Source: an optimization exercise on an open RTL-to-GDS flow (aim: a short achievable clock period and few clock cycles). Production flows keep margins and buffers that such runs may drop. Only simulation tests tie the RTL to the original design; equivalence was not proved. Power figures rest on the tool's default switching activity, not on a simulated workload.

--- flow/design.v ---
package isa_pkg;
    typedef logic [32-1:0]     word_t;
    typedef logic [5-1:0]   reg_idx_t;
    typedef logic [17-1:0]    imm_t;
    typedef logic [27-1:0] target_t;
    typedef enum logic [5-1:0] {
        op_alu  = 5'd0,
        op_j    = 5'd1,
        op_bne  = 5'd2,
        op_jal  = 5'd3,
        op_jr   = 5'd4,
        op_addi = 5'd5,
        op_blt  = 5'd6,
        op_sw   = 5'd7,
        op_lw   = 5'd8
    } opcode_e;
    typedef enum logic [5-1:0] {
        alu_add = 5'd0,
        alu_sub = 5'd1,
        alu_and = 5'd2,
        alu_or  = 5'd3,
        alu_sll = 5'd4,
        alu_sra = 5'd5
    } alu_op_e;
    typedef struct packed {
        logic     is_j;
        logic     is_bne;
        logic     is_jal;
        logic     is_jr;
        logic     is_blt;
        logic     is_sw;
        logic     is_lw;
        logic     reg_write;   
        reg_idx_t dest;
        logic     sel_add;     
        logic     sel_sub;     
        logic     sel_addi;    
        logic     sel_logic;   
        logic     sel_shift;   
        logic     is_and;      
        logic     is_sll;      
    } ctrl_t;
    typedef struct packed {
        logic  load;
        word_t sum;
        word_t diff;
        word_t addi;
        word_t logic_res;
        word_t shift_res;
        word_t link;
    } m_src_t;
endpackage
`timescale 1ns/1ps
module instr_decoder (
    input  isa_pkg::word_t instr,
    output isa_pkg::ctrl_t ctrl
);
    logic [5-1:0]     op;
    logic [5-1:0] aop;
    isa_pkg::reg_idx_t        f_rd;
    logic                     is_alu;
    assign op     = instr[27 +: 5];
    assign aop    = instr[2 +: 5];
    assign f_rd   = instr[22 +: 5];
    assign is_alu = (op == isa_pkg::op_alu);
    always_comb begin
        ctrl           = '0;
        ctrl.is_j      = (op == isa_pkg::op_j);
        ctrl.is_bne    = (op == isa_pkg::op_bne);
        ctrl.is_jal    = (op == isa_pkg::op_jal);
        ctrl.is_jr     = (op == isa_pkg::op_jr);
        ctrl.is_blt    = (op == isa_pkg::op_blt);
        ctrl.is_sw     = (op == isa_pkg::op_sw);
        ctrl.is_lw     = (op == isa_pkg::op_lw);
        ctrl.sel_add   = is_alu && (aop == isa_pkg::alu_add);
        ctrl.sel_sub   = is_alu && (aop == isa_pkg::alu_sub);
        ctrl.sel_logic = is_alu && (aop == isa_pkg::alu_and || aop == isa_pkg::alu_or);
        ctrl.sel_shift = is_alu && (aop == isa_pkg::alu_sll || aop == isa_pkg::alu_sra);
        ctrl.sel_addi  = (op == isa_pkg::op_addi);
        ctrl.is_and    = (aop == isa_pkg::alu_and);
        ctrl.is_sll    = (aop == isa_pkg::alu_sll);
        ctrl.dest      = ctrl.is_jal ? 5'd31 : f_rd;
        ctrl.reg_write = ctrl.is_jal ||
                         ((ctrl.sel_add || ctrl.sel_sub || ctrl.sel_logic || ctrl.sel_shift ||
                           ctrl.sel_addi || ctrl.is_lw) && (f_rd != '0));
    end
endmodule
`timescale 1ns/1ps
module pg_init_n #(
    parameter int W   = 32,
    parameter bit CIN = 1'b0
) (
    input  logic [W-1:0] a,
    input  logic [W-1:0] b,
    output logic [W-1:0] gn,
    output logic [W-1:0] pn
);
    assign gn[W-1:1] = ~(a[W-1:1] & b[W-1:1]);
    assign pn[W-1:1] = ~(a[W-1:1] | b[W-1:1]);
    assign gn[0]     = CIN ? ~(a[0] | b[0]) : ~(a[0] & b[0]);
    assign pn[0]     = CIN ? 1'b1 : ~(a[0] | b[0]);
endmodule
module pg_level_n #(
    parameter int W = 32,
    parameter int D = 1
) (
    input  logic [W-1:0] g,
    input  logic [W-1:0] p,
    output logic [W-1:0] gn,
    output logic [W-1:0] pn
);
    for (genvar i = 0; i < W; i++) begin : bit_
        if (i >= D) begin : merge
            assign gn[i] = ~(g[i] | (p[i] & g[i-D]));
            assign pn[i] = ~(p[i] & p[i-D]);
        end else begin : pass
            assign gn[i] = ~g[i];
            assign pn[i] = ~p[i];
        end
    end
endmodule
module pg_level_p #(
    parameter int W = 32,
    parameter int D = 1
) (
    input  logic [W-1:0] gn,
    input  logic [W-1:0] pn,
    output logic [W-1:0] g,
    output logic [W-1:0] p
);
    for (genvar i = 0; i < W; i++) begin : bit_
        if (i >= D) begin : merge
            assign g[i] = ~(gn[i] & (pn[i] | gn[i-D]));
            assign p[i] = ~(pn[i] | pn[i-D]);
        end else begin : pass
            assign g[i] = ~gn[i];
            assign p[i] = ~pn[i];
        end
    end
endmodule
module carry_tree #(
    parameter bit CIN = 1'b0
) (
    input  logic [31:0] a,
    input  logic [31:0] b,
    output logic [31:0] gg
);
    logic [31:0] gn0, pn0, g1, p1, gn2, pn2, g3, p3, gn4, pn4, p5;
    pg_init_n  #(.W(32), .CIN(CIN)) l0 (.a(a), .b(b), .gn(gn0), .pn(pn0));
    pg_level_p #(.W(32), .D(1))     l1 (.gn(gn0), .pn(pn0), .g(g1),   .p(p1));
    pg_level_n #(.W(32), .D(2))     l2 (.g(g1),   .p(p1),   .gn(gn2), .pn(pn2));
    pg_level_p #(.W(32), .D(4))     l3 (.gn(gn2), .pn(pn2), .g(g3),   .p(p3));
    pg_level_n #(.W(32), .D(8))     l4 (.g(g3),   .p(p3),   .gn(gn4), .pn(pn4));
    pg_level_p #(.W(32), .D(16))    l5 (.gn(gn4), .pn(pn4), .g(gg),   .p(p5));
endmodule
module xor_vec #(
    parameter int W = 32
) (
    input  logic [W-1:0] a,
    input  logic [W-1:0] b,
    output logic [W-1:0] y
);
    assign y = a ^ b;
endmodule
module ks_add #(
    parameter int W   = 32,
    parameter bit CIN = 1'b0
) (
    input  logic [W-1:0] a,
    input  logic [W-1:0] b,
    output logic [W-1:0] sum
);
    logic [31:0] gg;
    logic [31:0] x;
    carry_tree #(.CIN(CIN)) ct (.a(a), .b(b), .gg(gg));
    xor_vec #(.W(32)) hx (.a(a), .b(b), .y(x));
    xor_vec #(.W(32)) sx (.a(x), .b({gg[30:0], CIN}), .y(sum));
endmodule
module lt_signed #(
    parameter int W = 32
) (
    input  logic [W-1:0] a,
    input  logic [W-1:0] b,
    output logic         lt
);
    logic [31:0] gg;
    carry_tree #(.CIN(1'b1)) ct (.a({~a[31], a[30:0]}), .b({b[31], ~b[30:0]}), .gg(gg));
    assign lt = !gg[31];
endmodule
module or_level_n #(
    parameter int W = 32
) (
    input  logic [W-1:0]   x,
    output logic [W/2-1:0] yn
);
    for (genvar i = 0; i < W/2; i++) begin : bit_
        assign yn[i] = ~(x[2*i] | x[2*i+1]);
    end
endmodule
module or_level_p #(
    parameter int W = 32
) (
    input  logic [W-1:0]   xn,
    output logic [W/2-1:0] y
);
    for (genvar i = 0; i < W/2; i++) begin : bit_
        assign y[i] = ~(xn[2*i] & xn[2*i+1]);
    end
endmodule
module ne_cmp (
    input  logic [31:0] a,
    input  logic [31:0] b,
    output logic        ne
);
    logic [31:0] x;
    logic [15:0] n1;
    logic [7:0]  o2;
    logic [3:0]  n3;
    logic [1:0]  o4;
    logic [0:0]  n5;
    xor_vec #(.W(32)) dx (.a(a), .b(b), .y(x));
    or_level_n #(.W(32)) r1 (.x(x),   .yn(n1));
    or_level_p #(.W(16)) r2 (.xn(n1), .y(o2));
    or_level_n #(.W(8))  r3 (.x(o2),  .yn(n3));
    or_level_p #(.W(4))  r4 (.xn(n3), .y(o4));
    or_level_n #(.W(2))  r5 (.x(o4),  .yn(n5));
    assign ne = !n5[0];
endmodule
module alu (
    input  isa_pkg::word_t    a,       
    input  isa_pkg::word_t    b,
    input  isa_pkg::word_t    la,      
    input  isa_pkg::word_t    lb,
    input  isa_pkg::word_t    imm,
    input  isa_pkg::reg_idx_t shamt,
    input  logic              is_and,
    input  logic              is_sll,
    output isa_pkg::word_t    sum,
    output isa_pkg::word_t    diff,
    output isa_pkg::word_t    sum_imm,
    output isa_pkg::word_t    logic_res,
    output isa_pkg::word_t    shift_res
);
    ks_add #(.W(32), .CIN(1'b0)) add_rr  (.a(a), .b(b),   .sum(sum));
    ks_add #(.W(32), .CIN(1'b1)) sub_rr  (.a(a), .b(~b),  .sum(diff));
    ks_add #(.W(32), .CIN(1'b0)) add_imm (.a(a), .b(imm), .sum(sum_imm));
    assign logic_res = is_and ? (la & lb) : (la | lb);
    assign shift_res = is_sll ? (la << shamt) : isa_pkg::word_t'($signed(la) >>> shamt);
endmodule
module m_value (
    input  isa_pkg::m_src_t src,
    input  isa_pkg::word_t  q_dmem,
    output isa_pkg::word_t  value
);
    assign value = ({32{src.load}} & q_dmem) | src.sum | src.diff | src.addi |
                   src.logic_res | src.shift_res | src.link;
endmodule
module branch_unit (
    input  isa_pkg::word_t reg_rd_n,   
    input  isa_pkg::word_t reg_rs_n,   
    input  isa_pkg::m_src_t m_src,
    input  isa_pkg::word_t q_dmem,
    input  logic           fwd_rd,
    input  logic           fwd_rs,
    input  logic           is_bne,
    input  logic           is_blt,
    input  logic           is_jr,
    input  logic           pred,       
    input  isa_pkg::word_t link,       
    output logic           taken,
    output logic           mispredict,
    output logic [1:0]     mispredict_pc   
);
    logic lt_rr;
    logic lt_mr;
    logic lt_rm;
    logic ne_rr;
    logic ne_mr;
    logic ne_rm;
    logic jr_miss_r;
    logic jr_miss_m;
    logic case_rr;
    logic case_mr;
    logic case_rm;
    logic case_mm;
    logic early_miss;
    logic [8:0] k;
    isa_pkg::m_src_t m_alu;
    isa_pkg::word_t  m_res;
    isa_pkg::word_t  reg_rd;
    isa_pkg::word_t  reg_rs;
    assign reg_rd = ~reg_rd_n;
    assign reg_rs = ~reg_rs_n;
    logic lt_mr_q, lt_mr_a;
    logic lt_rm_q, lt_rm_a;
    logic ne_mr_q, ne_mr_a;
    logic ne_rm_q, ne_rm_a;
    logic jr_miss_q, jr_miss_a;
    always_comb begin
        m_alu      = m_src;
        m_alu.load = 1'b0;
    end
    m_value u_m_res (.src(m_alu), .q_dmem(q_dmem), .value(m_res));
    lt_signed #(.W(32)) c_rr  (.a(reg_rd), .b(reg_rs), .lt(lt_rr));
    lt_signed #(.W(32)) c_mrq (.a(q_dmem), .b(reg_rs), .lt(lt_mr_q));
    lt_signed #(.W(32)) c_mra (.a(m_res),  .b(reg_rs), .lt(lt_mr_a));
    lt_signed #(.W(32)) c_rmq (.a(reg_rd), .b(q_dmem), .lt(lt_rm_q));
    lt_signed #(.W(32)) c_rma (.a(reg_rd), .b(m_res),  .lt(lt_rm_a));
    ne_cmp e_rr  (.a(reg_rd), .b(reg_rs), .ne(ne_rr));
    ne_cmp e_mrq (.a(q_dmem), .b(reg_rs), .ne(ne_mr_q));
    ne_cmp e_mra (.a(m_res),  .b(reg_rs), .ne(ne_mr_a));
    ne_cmp e_rmq (.a(reg_rd), .b(q_dmem), .ne(ne_rm_q));
    ne_cmp e_rma (.a(reg_rd), .b(m_res),  .ne(ne_rm_a));
    ne_cmp j_r  (.a(reg_rd), .b(link), .ne(jr_miss_r));
    ne_cmp j_mq (.a(q_dmem), .b(link), .ne(jr_miss_q));
    ne_cmp j_ma (.a(m_res),  .b(link), .ne(jr_miss_a));
    assign lt_mr     = m_src.load ? lt_mr_q   : lt_mr_a;
    assign lt_rm     = m_src.load ? lt_rm_q   : lt_rm_a;
    assign ne_mr     = m_src.load ? ne_mr_q   : ne_mr_a;
    assign ne_rm     = m_src.load ? ne_rm_q   : ne_rm_a;
    assign jr_miss_m = m_src.load ? jr_miss_q : jr_miss_a;
    assign case_rr = !fwd_rd && !fwd_rs;
    assign case_mr =  fwd_rd && !fwd_rs;
    assign case_rm = !fwd_rd &&  fwd_rs;
    assign case_mm =  fwd_rd &&  fwd_rs;
    always_comb begin
        case ({fwd_rd, fwd_rs})
            2'b00:   taken = is_bne ? ne_rr : lt_rr;
            2'b10:   taken = is_bne ? ne_mr : lt_mr;
            2'b01:   taken = is_bne ? ne_rm : lt_rm;
            default: taken = 1'b0;
        endcase
    end
    assign early_miss = (case_rr && is_bne && (ne_rr != pred)) ||
                        (case_rr && is_blt && (lt_rr != pred)) ||
                        (case_mm && (is_bne || is_blt) && pred) ||
                        (!fwd_rd && is_jr && jr_miss_r);
    assign k[0] = case_mr && is_bne && !pred;
    assign k[1] = case_mr && is_bne &&  pred;
    assign k[2] = case_mr && is_blt && !pred;
    assign k[3] = case_mr && is_blt &&  pred;
    assign k[4] = case_rm && is_bne && !pred;
    assign k[5] = case_rm && is_bne &&  pred;
    assign k[6] = case_rm && is_blt && !pred;
    assign k[7] = case_rm && is_blt &&  pred;
    assign k[8] = fwd_rd && is_jr;
    miss_or u_miss (
        .early (early_miss),
        .k     (k),
        .late  ({jr_miss_m, lt_rm, ne_rm, lt_mr, ne_mr}),
        .miss  (mispredict)
    );
    miss_or u_miss_lo (
        .early (early_miss),
        .k     (k),
        .late  ({jr_miss_m, lt_rm, ne_rm, lt_mr, ne_mr}),
        .miss  (mispredict_pc[0])
    );
    miss_or u_miss_hi (
        .early (early_miss),
        .k     (k),
        .late  ({jr_miss_m, lt_rm, ne_rm, lt_mr, ne_mr}),
        .miss  (mispredict_pc[1])
    );
endmodule
module miss_or (
    input  logic       early,
    input  logic [8:0] k,
    input  logic [4:0] late,
    output logic       miss
);
    assign miss = early ||
                  (k[0] && late[0]) || (k[1] && !late[0]) ||
                  (k[2] && late[1]) || (k[3] && !late[1]) ||
                  (k[4] && late[2]) || (k[5] && !late[2]) ||
                  (k[6] && late[3]) || (k[7] && !late[3]) ||
                  (k[8] && late[4]);
endmodule
module pc_select #(
    parameter int W = 16
) (
    input  logic         mispredict,
    input  logic [W-1:0] redirect_pc,
    input  logic [W-1:0] pred_pc,
    output logic [W-1:0] pc_next
);
    assign pc_next = mispredict ? redirect_pc : pred_pc;
endmodule
`timescale 1ns/1ps
module rf_read_slice #(
    parameter int W = 16
) (
    input  isa_pkg::reg_idx_t             idx,
    input  logic [(32-1)*W-1:0] regs,
    output logic [W-1:0]                  data
);
    always_comb begin
        data = '0;
        for (int i = 1; i < 32; i++) begin
            if (idx == i[5-1:0]) begin
                data = data | regs[(i-1)*W +: W];
            end
        end
    end
endmodule
module reg_file (
    input  logic              clock,
    input  logic              rst,
    input  isa_pkg::reg_idx_t rd_idx_a,
    input  isa_pkg::reg_idx_t rd_idx_b,
    input  isa_pkg::reg_idx_t rd_idx_c,
    input  logic [32-1:1] wr_sel,
    input  isa_pkg::word_t    wr_data,
    output isa_pkg::word_t    rd_data_a,
    output isa_pkg::word_t    rd_data_b,
    output isa_pkg::word_t    rd_data_c
);
    localparam int S = 4;                
    localparam int H = 32 / S;    
    isa_pkg::word_t regs [1:32-1];
    logic [(32-1)*H-1:0] regs_s [S];
    always_ff @(posedge clock) begin
        if (rst) begin
            for (int i = 1; i < 32; i++) begin
                regs[i] <= '0;
            end
        end else begin
            for (int i = 1; i < 32; i++) begin
                if (wr_sel[i]) begin
                    regs[i] <= wr_data;
                end
            end
        end
    end
    always_comb begin
        for (int k = 0; k < S; k++) begin
            for (int i = 1; i < 32; i++) begin
                regs_s[k][(i-1)*H +: H] = regs[i][k*H +: H];
            end
        end
    end
    for (genvar k = 0; k < S; k++) begin : slice
        rf_read_slice #(.W(H)) rd_a (.idx(rd_idx_a), .regs(regs_s[k]), .data(rd_data_a[k*H +: H]));
        rf_read_slice #(.W(H)) rd_b (.idx(rd_idx_b), .regs(regs_s[k]), .data(rd_data_b[k*H +: H]));
        rf_read_slice #(.W(H)) rd_c (.idx(rd_idx_c), .regs(regs_s[k]), .data(rd_data_c[k*H +: H]));
    end
endmodule
`timescale 1ns/1ps
module hazard_unit (
    input  isa_pkg::reg_idx_t src,
    input  isa_pkg::word_t    reg_val,
    input  logic              e_write,
    input  isa_pkg::reg_idx_t e_rd,
    input  logic              m_write,
    input  isa_pkg::reg_idx_t m_rd,
    input  isa_pkg::word_t    m_val,
    input  logic              w_write,
    input  isa_pkg::reg_idx_t w_rd,
    input  isa_pkg::word_t    w_val,
    output isa_pkg::word_t    value,
    output logic              fwd_e
);
    logic m_hit;
    logic w_hit;
    assign fwd_e = e_write && (e_rd == src);
    assign m_hit = m_write && (m_rd == src);
    assign w_hit = w_write && (w_rd == src);
    always_comb begin
        if (m_hit) begin
            value = m_val;
        end else if (w_hit) begin
            value = w_val;
        end else begin
            value = reg_val;
        end
    end
endmodule
module exec_operands (
    input  isa_pkg::word_t  rs_r,
    input  isa_pkg::word_t  rt_r,
    input  isa_pkg::word_t  rd_r,
    input  logic            fwd_rs,
    input  logic            fwd_rt,
    input  logic            fwd_rd,
    input  isa_pkg::m_src_t m_src,
    input  isa_pkg::word_t  q_dmem,
    output isa_pkg::word_t  rs,
    output isa_pkg::word_t  rt,
    output isa_pkg::word_t  rd
);
    isa_pkg::word_t m_val;
    m_value u_m_val (.src(m_src), .q_dmem(q_dmem), .value(m_val));
    assign rs = fwd_rs ? m_val : rs_r;
    assign rt = fwd_rt ? m_val : rt_r;
    assign rd = fwd_rd ? m_val : rd_r;
endmodule
`timescale 1ns/1ps
module cpu_core (
    input  logic           clock,
    input  logic           rst,
    output isa_pkg::word_t address_imem,
    input  isa_pkg::word_t instr,
    output isa_pkg::word_t address_dmem,
    output isa_pkg::word_t data,
    output logic           wren,
    input  isa_pkg::word_t q_dmem
);
    localparam int BP_BITS = 6;
    localparam int BP_N    = 1 << BP_BITS;
    isa_pkg::word_t     pc;         
    isa_pkg::word_t     link_pred;  
    isa_pkg::word_t     pc_pred;
    isa_pkg::word_t     pc_next;
    logic [1:0]         bp_ctr [BP_N];
    logic [BP_N-1:0]    bp_valid;
    logic [BP_BITS-1:0] f_idx;
    isa_pkg::ctrl_t     ctrl;
    isa_pkg::reg_idx_t  f_rd;
    isa_pkg::reg_idx_t  f_rs;
    isa_pkg::reg_idx_t  f_rt;
    isa_pkg::word_t     imm;
    isa_pkg::word_t     target;
    isa_pkg::word_t     rf_rs;
    isa_pkg::word_t     rf_rt;
    isa_pkg::word_t     rf_rd;
    isa_pkg::word_t     d_rs;
    isa_pkg::word_t     d_rt;
    isa_pkg::word_t     d_rd;
    logic               d_fwd_rs;
    logic               d_fwd_rt;
    logic               d_fwd_rd;
    isa_pkg::word_t     pc_inc;
    isa_pkg::word_t     pc_branch;
    logic               static_taken;
    logic [1:0]         f_ctr;      
    logic               pred_taken;
    isa_pkg::ctrl_t     e_ctrl;
    isa_pkg::word_t     e_pc_inc;
    isa_pkg::word_t     e_alt;      
    isa_pkg::word_t     e_link;     
    logic               e_pred;     
    logic [1:0]         e_ctr;      
    logic [BP_BITS-1:0] e_idx;
    isa_pkg::word_t     e_imm;
    isa_pkg::reg_idx_t  e_shamt;
    isa_pkg::word_t     e_rs_r;
    isa_pkg::word_t     e_rt_r;
    isa_pkg::word_t     e_rd_r;
    isa_pkg::word_t     e_rd_bn;
    isa_pkg::word_t     e_rs_bn;
    logic               e_fwd_rs;
    logic               e_fwd_rt;
    logic               e_fwd_rd;
    isa_pkg::word_t     e_rs;
    isa_pkg::word_t     e_rt;
    isa_pkg::word_t     e_rd;
    isa_pkg::word_t     e_rs2;      
    isa_pkg::word_t     e_rt2;      
    isa_pkg::word_t     e_rd_a;     
    isa_pkg::word_t     e_sum;
    isa_pkg::word_t     e_diff;
    isa_pkg::word_t     e_addr;
    isa_pkg::word_t     e_logic;
    isa_pkg::word_t     e_shift;
    logic               e_valid;    
    logic               e_write;
    logic               e_taken;
    logic               mispredict;
    logic [1:0]         mispredict_pc;
    isa_pkg::word_t     redirect_pc;
    logic               t_branch;
    logic               t_taken;
    logic [BP_BITS-1:0] t_idx;
    logic [1:0]         t_ctr;      
    logic [1:0]         t_ctr_new;
    logic               m_write;    
    logic               m_load;
    logic               m_store;
    isa_pkg::reg_idx_t  m_rd;
    isa_pkg::word_t     m_sum;
    isa_pkg::word_t     m_diff;
    isa_pkg::word_t     m_addi;
    isa_pkg::word_t     m_logic;
    isa_pkg::word_t     m_shift;
    isa_pkg::word_t     m_link;
    isa_pkg::word_t     m_addr;     
    isa_pkg::word_t     m_data;
    isa_pkg::m_src_t    m_src;
    isa_pkg::m_src_t    m_src_x;    
    isa_pkg::m_src_t    m_src_b;    
    logic               x_load;
    logic               b_load;
    isa_pkg::word_t     m_val;
    logic               w_write;
    isa_pkg::reg_idx_t  w_rd;
    isa_pkg::word_t     w_val;
    logic [32-1:1] w_sel;   
    assign f_rd   = instr[22 +: 5];
    assign f_rs   = instr[17 +: 5];
    assign f_rt   = instr[12 +: 5];
    assign imm    = {{(32-17){instr[17-1]}}, instr[17-1:0]};
    assign target = {{(32-27){1'b0}}, instr[27-1:0]};
    assign address_imem = pc;
    instr_decoder dec (
        .instr (instr),
        .ctrl  (ctrl)
    );
    reg_file u_reg_file (
        .clock     (clock),
        .rst       (rst),
        .rd_idx_a  (f_rs),
        .rd_idx_b  (f_rt),
        .rd_idx_c  (f_rd),
        .wr_sel    (w_sel),
        .wr_data   (w_val),
        .rd_data_a (rf_rs),
        .rd_data_b (rf_rt),
        .rd_data_c (rf_rd)
    );
    hazard_unit hz_rs (
        .src(f_rs), .reg_val(rf_rs), .e_write(e_write), .e_rd(e_ctrl.dest),
        .m_write(m_write), .m_rd(m_rd), .m_val(m_val),
        .w_write(w_write), .w_rd(w_rd), .w_val(w_val),
        .value(d_rs), .fwd_e(d_fwd_rs)
    );
    hazard_unit hz_rt (
        .src(f_rt), .reg_val(rf_rt), .e_write(e_write), .e_rd(e_ctrl.dest),
        .m_write(m_write), .m_rd(m_rd), .m_val(m_val),
        .w_write(w_write), .w_rd(w_rd), .w_val(w_val),
        .value(d_rt), .fwd_e(d_fwd_rt)
    );
    hazard_unit hz_rd (
        .src(f_rd), .reg_val(rf_rd), .e_write(e_write), .e_rd(e_ctrl.dest),
        .m_write(m_write), .m_rd(m_rd), .m_val(m_val),
        .w_write(w_write), .w_rd(w_rd), .w_val(w_val),
        .value(d_rd), .fwd_e(d_fwd_rd)
    );
    assign pc_inc = pc + 32'd1;
    ks_add #(.W(32), .CIN(1'b1)) add_target (.a(pc), .b(imm), .sum(pc_branch));
    assign f_idx        = pc[BP_BITS-1:0];
    assign static_taken = ctrl.is_bne || instr[17-1];
    assign f_ctr        = bp_valid[f_idx] ? bp_ctr[f_idx] : (static_taken ? 2'd2 : 2'd1);
    assign pred_taken   = (ctrl.is_bne || ctrl.is_blt) && f_ctr[1];
    always_comb begin
        if (ctrl.is_j || ctrl.is_jal) begin
            pc_pred = target;
        end else if (ctrl.is_jr) begin
            pc_pred = link_pred;
        end else if (pred_taken) begin
            pc_pred = pc_branch;
        end else begin
            pc_pred = pc_inc;
        end
    end
    pc_select #(.W(16)) u_pc_lo (
        .mispredict  (mispredict_pc[0]),
        .redirect_pc (redirect_pc[15:0]),
        .pred_pc     (pc_pred[15:0]),
        .pc_next     (pc_next[15:0])
    );
    pc_select #(.W(16)) u_pc_hi (
        .mispredict  (mispredict_pc[1]),
        .redirect_pc (redirect_pc[31:16]),
        .pred_pc     (pc_pred[31:16]),
        .pc_next     (pc_next[31:16])
    );
    always_ff @(posedge clock) begin
        if (rst) begin
            pc        <= 32'd0;
            link_pred <= '0;
        end else begin
            pc <= pc_next;
            if (ctrl.is_jal) begin
                link_pred <= pc_inc;
            end
        end
    end
    always_ff @(posedge clock) begin
        if (rst) begin
            e_ctrl  <= '0;
            e_valid <= 1'b0;
        end else begin
            e_ctrl  <= ctrl;
            e_valid <= !mispredict;
        end
        e_pc_inc <= pc_inc;
        e_alt    <= pred_taken ? pc_inc : pc_branch;
        e_pred   <= pred_taken;
        e_ctr    <= f_ctr;
        e_idx    <= f_idx;
        e_link   <= link_pred;
        e_imm    <= imm;
        e_shamt  <= instr[7 +: 5];
        e_rs_r   <= d_rs;
        e_rs_bn  <= ~d_rs;
        e_rt_r   <= d_rt;
        e_rd_r   <= d_rd;
        e_rd_bn  <= ~d_rd;
        e_fwd_rs <= d_fwd_rs;
        e_fwd_rt <= d_fwd_rt;
        e_fwd_rd <= d_fwd_rd;
        x_load   <= e_ctrl.is_lw && (d_fwd_rs || d_fwd_rt || d_fwd_rd);
        b_load   <= e_ctrl.is_lw && (d_fwd_rs || d_fwd_rd) &&
                    (ctrl.is_bne || ctrl.is_blt || ctrl.is_jr);
    end
    exec_operands u_ops (
        .rs_r   (e_rs_r),
        .rt_r   (e_rt_r),
        .rd_r   (e_rd_r),
        .fwd_rs (e_fwd_rs),
        .fwd_rt (e_fwd_rt),
        .fwd_rd (e_fwd_rd),
        .m_src  (m_src_x),
        .q_dmem (q_dmem),
        .rs     (e_rs),
        .rt     (e_rt),
        .rd     (e_rd_a)
    );
    exec_operands u_ops2 (
        .rs_r   (e_rs_r),
        .rt_r   (e_rt_r),
        .rd_r   (e_rd_r),
        .fwd_rs (e_fwd_rs),
        .fwd_rt (e_fwd_rt),
        .fwd_rd (e_fwd_rd),
        .m_src  (m_src_x),
        .q_dmem (q_dmem),
        .rs     (e_rs2),
        .rt     (e_rt2),
        .rd     (e_rd)
    );
    alu u_alu (
        .a         (e_rs),
        .b         (e_rt),
        .la        (e_rs2),
        .lb        (e_rt2),
        .imm       (e_imm),
        .shamt     (e_shamt),
        .is_and    (e_ctrl.is_and),
        .is_sll    (e_ctrl.is_sll),
        .sum       (e_sum),
        .diff      (e_diff),
        .sum_imm   (e_addr),
        .logic_res (e_logic),
        .shift_res (e_shift)
    );
    assign e_write = e_valid && e_ctrl.reg_write;
    branch_unit u_branch (
        .reg_rd_n   (e_rd_bn),
        .reg_rs_n   (e_rs_bn),
        .m_src      (m_src_b),
        .q_dmem     (q_dmem),
        .fwd_rd     (e_fwd_rd),
        .fwd_rs     (e_fwd_rs),
        .is_bne     (e_valid && e_ctrl.is_bne),
        .is_blt     (e_valid && e_ctrl.is_blt),
        .is_jr      (e_valid && e_ctrl.is_jr),
        .pred       (e_pred),
        .link       (e_link),
        .taken      (e_taken),
        .mispredict (mispredict),
        .mispredict_pc (mispredict_pc)
    );
    assign redirect_pc = e_ctrl.is_jr ? e_rd : e_alt;
    always_ff @(posedge clock) begin
        if (rst) begin
            t_branch <= 1'b0;
        end else begin
            t_branch <= e_valid && (e_ctrl.is_bne || e_ctrl.is_blt);
        end
        t_taken  <= e_taken;
        t_ctr    <= e_ctr;
        t_idx    <= e_idx;
    end
    always_comb begin
        if (t_taken) begin
            t_ctr_new = (t_ctr == 2'd3) ? 2'd3 : t_ctr + 2'd1;
        end else begin
            t_ctr_new = (t_ctr == 2'd0) ? 2'd0 : t_ctr - 2'd1;
        end
    end
    always_ff @(posedge clock) begin
        if (rst) begin
            bp_valid <= '0;
        end else if (t_branch) begin
            bp_valid[t_idx] <= 1'b1;
        end
    end
    always_ff @(posedge clock) begin
        if (t_branch) begin
            bp_ctr[t_idx] <= t_ctr_new;
        end
    end
    always_ff @(posedge clock) begin
        if (rst) begin
            m_write <= 1'b0;
            m_store <= 1'b0;
        end else begin
            m_write <= e_write;
            m_store <= e_valid && e_ctrl.is_sw;
        end
        m_load      <= e_ctrl.is_lw;
        m_rd        <= e_ctrl.dest;
        m_sum       <= {32{e_ctrl.sel_add}}   & e_sum;
        m_diff      <= {32{e_ctrl.sel_sub}}   & e_diff;
        m_addi      <= {32{e_ctrl.sel_addi}}  & e_addr;
        m_logic     <= {32{e_ctrl.sel_logic}} & e_logic;
        m_shift     <= {32{e_ctrl.sel_shift}} & e_shift;
        m_link      <= {32{e_ctrl.is_jal}}    & e_pc_inc;
        m_addr      <= e_addr;
        m_data      <= e_rd;
    end
    always_comb begin
        m_src.load      = m_load;
        m_src.sum       = m_sum;
        m_src.diff      = m_diff;
        m_src.addi      = m_addi;
        m_src.logic_res = m_logic;
        m_src.shift_res = m_shift;
        m_src.link      = m_link;
    end
    always_comb begin
        m_src_x      = m_src;
        m_src_x.load = x_load;
        m_src_b      = m_src;
        m_src_b.load = b_load;
    end
    m_value u_m_val (.src(m_src), .q_dmem(q_dmem), .value(m_val));
    assign address_dmem = m_addr;
    assign data         = m_data;
    assign wren         = m_store;
    always_ff @(posedge clock) begin
        if (rst) begin
            w_write <= 1'b0;
            w_sel   <= '0;
        end else begin
            w_write <= m_write;
            for (int i = 1; i < 32; i++) begin
                w_sel[i] <= m_write && (m_rd == i[5-1:0]);
            end
        end
        w_rd  <= m_rd;
        w_val <= m_val;
    end
endmodule
--- flow/run.sh ---
#!/bin/bash
# synth_recipe.tcl (not shown) runs the flow's synth.tcl, then flattens the netlist and writes it again
# the make line also repeats each setting of config.mk as NAME=value (left out here)
make -C /OpenROAD-flow-scripts/flow DESIGN_CONFIG=/design/flow/config.mk WORK_HOME=/design/flow/orfs CLKGATE_MAP_FILE= SYNTH_SCRIPT=/design/flow/synth_recipe.tcl finish
--- flow/config.mk ---
export PLATFORM = sky130hd
export DESIGN_NAME = cpu_core
export DESIGN_NICKNAME = cpu_core
export VERILOG_FILES = /design/flow/design.v
export SDC_FILE = /design/flow/constraint.sdc
export NUM_CORES = 4
export LEC_CHECK = 0
export ABC_AREA = 1
export CAP_MARGIN = 20
export CORE_MARGIN = 2
export CORE_UTILIZATION = 40
export SETUP_SLACK_MARGIN = 5
export SLEW_MARGIN = 20
export SYNTH_HIERARCHICAL = 1
--- flow/constraint.sdc ---
create_clock -name core_clock -period 8.0 [get_ports {clock}]
set_input_delay 1.6000 -clock core_clock [delete_from_list [all_inputs] [get_ports {clock}]]
set_output_delay 1.6000 -clock core_clock [all_outputs]
set_load 0.01 [all_outputs]
==> impl_metrics.yaml <==
run_status:
  status: "complete, no violations"
setup_path:
  timing.critical_path.cells: "buf_12 > buf_6"
  r2r_end: "pc[22]"
  required_time_at_the_endpoint_of_the_critical_path_ps: 6400
  worst_path_largest_cell_delay_ps: 370
  timing.critical_path.depth: 2
  critical_path.slowest_cell: "dfxtp_4"
  timing.critical_path.buf_inv: 2
  worst_setup_path_start_kind: "flop"
  cp_max_fo: 3
  critical_path.reg2reg.startpoint: "e_fwd_rd"
  worst-r2r-setup-slack_ps: 4820
  cpLargestDelayFamily: "flip-flops"
  reg2reg_depth: 9
  timing.critical_path.to_type: "output port"
  critical_path_arrival_ps: 1600
  setup.worst_path.class: "flop to output port"
grt:
  globalRouteOverflowTotal: 0
  grt.total_usage_pct: 38.4
  first_global_vias: 139000
  antenna_violations_before_repair: 36
  largest_net_degree_at_the_start_of_global_routing: 179
  grt_pass1_wl_um: 972000
final_layout:
  share_of_cells_above_drive_strength_1_pct: 12.5
  largest_register_ffs: 992
  register_ranked_first_by_flip_flop_count: "u_reg_file.regs"
  finish.utilization_pct: 47.5
  top_regs: "u_reg_file.regs x992, bp_ctr x128, bp_valid x64"
  nets: 24400
  synthToLayoutAreaGrowth_pct: 18.1
  filler_cell_count: 35100
hold_path:
  whs_endpoint: "t_idx[2]"
  timing.hold.worst.start: "e_idx[2]"
  worst_hold_path_type: "flop to flop"
  worst_hold_path.num_cells: 0
sta:
  setup_violations: 0
  hold_violations: 0
  grt_setup_unrepaired: "true"
  totalNegativeSetupSlack_ps: 0
  final_period_minus_worst_setup_slack_ps: 3200
  post-route-period-util_pct: 40.0
  slew-limit-headroom_pct: 17.1
  finClkSkew_ps: 81.3
  final_max_slew_viol_count: 0
  fmaxAchievable_mhz: 313
  worstMarginPinSlew_ps: 1240
die:
  num_io_pins: 163
  design.die.area_um2: 340000
  row_count: 212
  die_height_um: 584
  floorplan.die.width_um: 584
  design.core.area_um2: 334000
  initial_core_util_pct: 40.2
drt:
  vias_per_cell: 5.54
  route.vias.total: 160000
  route.final.wire_length_um: 693000
  firstDrtPassIters: 10
  detailedRoute.firstIterationViolations: 24500
  postRouteAntennaNets: 0
  post-route-drc-count: 0
  route.detailed.wl_per_inst_um: 24.0
run:
  max_cap_viol_count: 0
power:
  p_leak_nw: 77.3
  worst_ir_drop_vdd_uv: 191
  pwr_density_cell_nw_per_um2: 157
clock_network:
  clock-sinks: 1898
  hold_buffers: 0
  cts_tree: "done"
  htree_num_levels: 4
  cts-root-to-sink-buffers: 4
  clock_tree.root_cell: "clkbuf_16"
  clk-insertion-delay-late_ps: 1000
  cts_inserted_buffers: 227
  path_clk_slew_ps: 60
synthesis:
  synth.avg_cell_area_um2: 5.52
  syn-instance-count: 24300
  synth.yosys.warnings: 16
  syn_area_um2: 134000
place:
  io_buffers: 162
  place.gp.congestion: 1.07
  dp_hpwl_um: 452000
==> metrics by stage <==
stage                     power (mW)  setup WS (ps)  hold WS [ps]  std cells  cell area, um2
after global routing            25.6           4750           329      28900          159000
after detailed placement        13.1           2420           313      27900          137000
after global placement          13.1           2370           311      27900          137000
after floorplan                 12.0           4790           310      24300          135000
final                           25.0           4800           320      28900          159000
after CTS                       24.6           4750           324      28700          153000
==> report_power, final <==
group	internal, mW	switching (mW)
registers	9.75	0.125
logic	1.09	2.73
clock network	6.46	4.80
total	17.3	7.66
==> placed cells by master (no fill, tap or decap), types with 261 or more instances in the layout <==
| cell type | count |
|---|---|
| a21oi_1 | 339 |
| buf_4 | 595 |
| nand2_1 | 8462 |
| nand4_1 | 1002 |
| dfxtp_1 | 1605 |
| nor2_4 | 319 |
| o21ai_1 | 287 |
| nand3_1 | 2486 |
| nor2_1 | 4125 |
| nor2_2 | 261 |
| nand2_2 | 283 |
| inv_1 | 2797 |
==> layer usage <==
metal  vias up  track usage, %  routed length (um)
met5         -               0                 192
met4        22            24.9               55500
met3      2208            10.0               89500
met2     10300            54.9              276000
met1     72700            50.6              273000
li1      75200               -                   -
==> what timing repair did <==
| item | 4_1_cts | 5_1_grt |
|---|---|---|
| resized for setup | 1598 | 888 |
| endpoints found under the setup margin | 521 | 442 |
| buffers inserted | 371 | 216 |
| pin swaps | 148 | 178 |
| gates cloned | 45 | 29 |
==> area by class of cell <==
cell class / count / area [um2] / area share, %
timing repair inverter: 3 / 31.3 / 0.0197
inverter: 3012 / 11800 / 7.47
clock buffer: 297 / 6400 / 4.03
multi-input combinational: 18200 / 82200 / 51.8
clock inverter: 120 / 1500 / 0.945
timing repair buffer: 1007 / 11400 / 7.21
antenna: 17 / 42.5 / 0.0268
sequential: 1898 / 39700 / 25.0
tap: 4387 / 5490 / 3.46
==> worst max path at each step <==
stage	startpoint	endpoint	slack [ps]
global placement	q_dmem[24]	pc[18]	2370
finish	pc[1]	address_imem[1]	4800
floorplan	q_dmem[10]	pc[10]	4790
CTS	pc[1]	address_imem[1]	4750
global route	instr[1]	pc[17]	4750
detailed placement	q_dmem[26]	pc[27]	2420
Testbench counts, summed over its fixed seeds: cycles 37,199.

==> afterwards: timing with drivers on the ports <==
Ports are ideal in the flow. The routed layout listed here was re-timed in OpenROAD.
Step 1 sets driving cells, clkbuf_16 on the clock port and buf_2 on the other inputs (assumed; they add their load-dependent delay and slew).
Step 2 also shifts input and output timing later by t, the mid clock arrival at the registers, as if the neighbouring blocks saw the same clock.
Slacks: no drivers / after step 1 / after step 2; pairs: no drivers / after step 1.
t (ns): 1.065
setup WS [ns]: 4.801 / 4.694 / 3.629
latest minus earliest clock arrival (ns): 0.081 / 0.082
worst data-port slew with drivers (ns): 0.37
After both steps this run still meets setup and hold. The setup slack of this run moves by -0.107 ns with the drivers and by -1.172 ns with both steps.
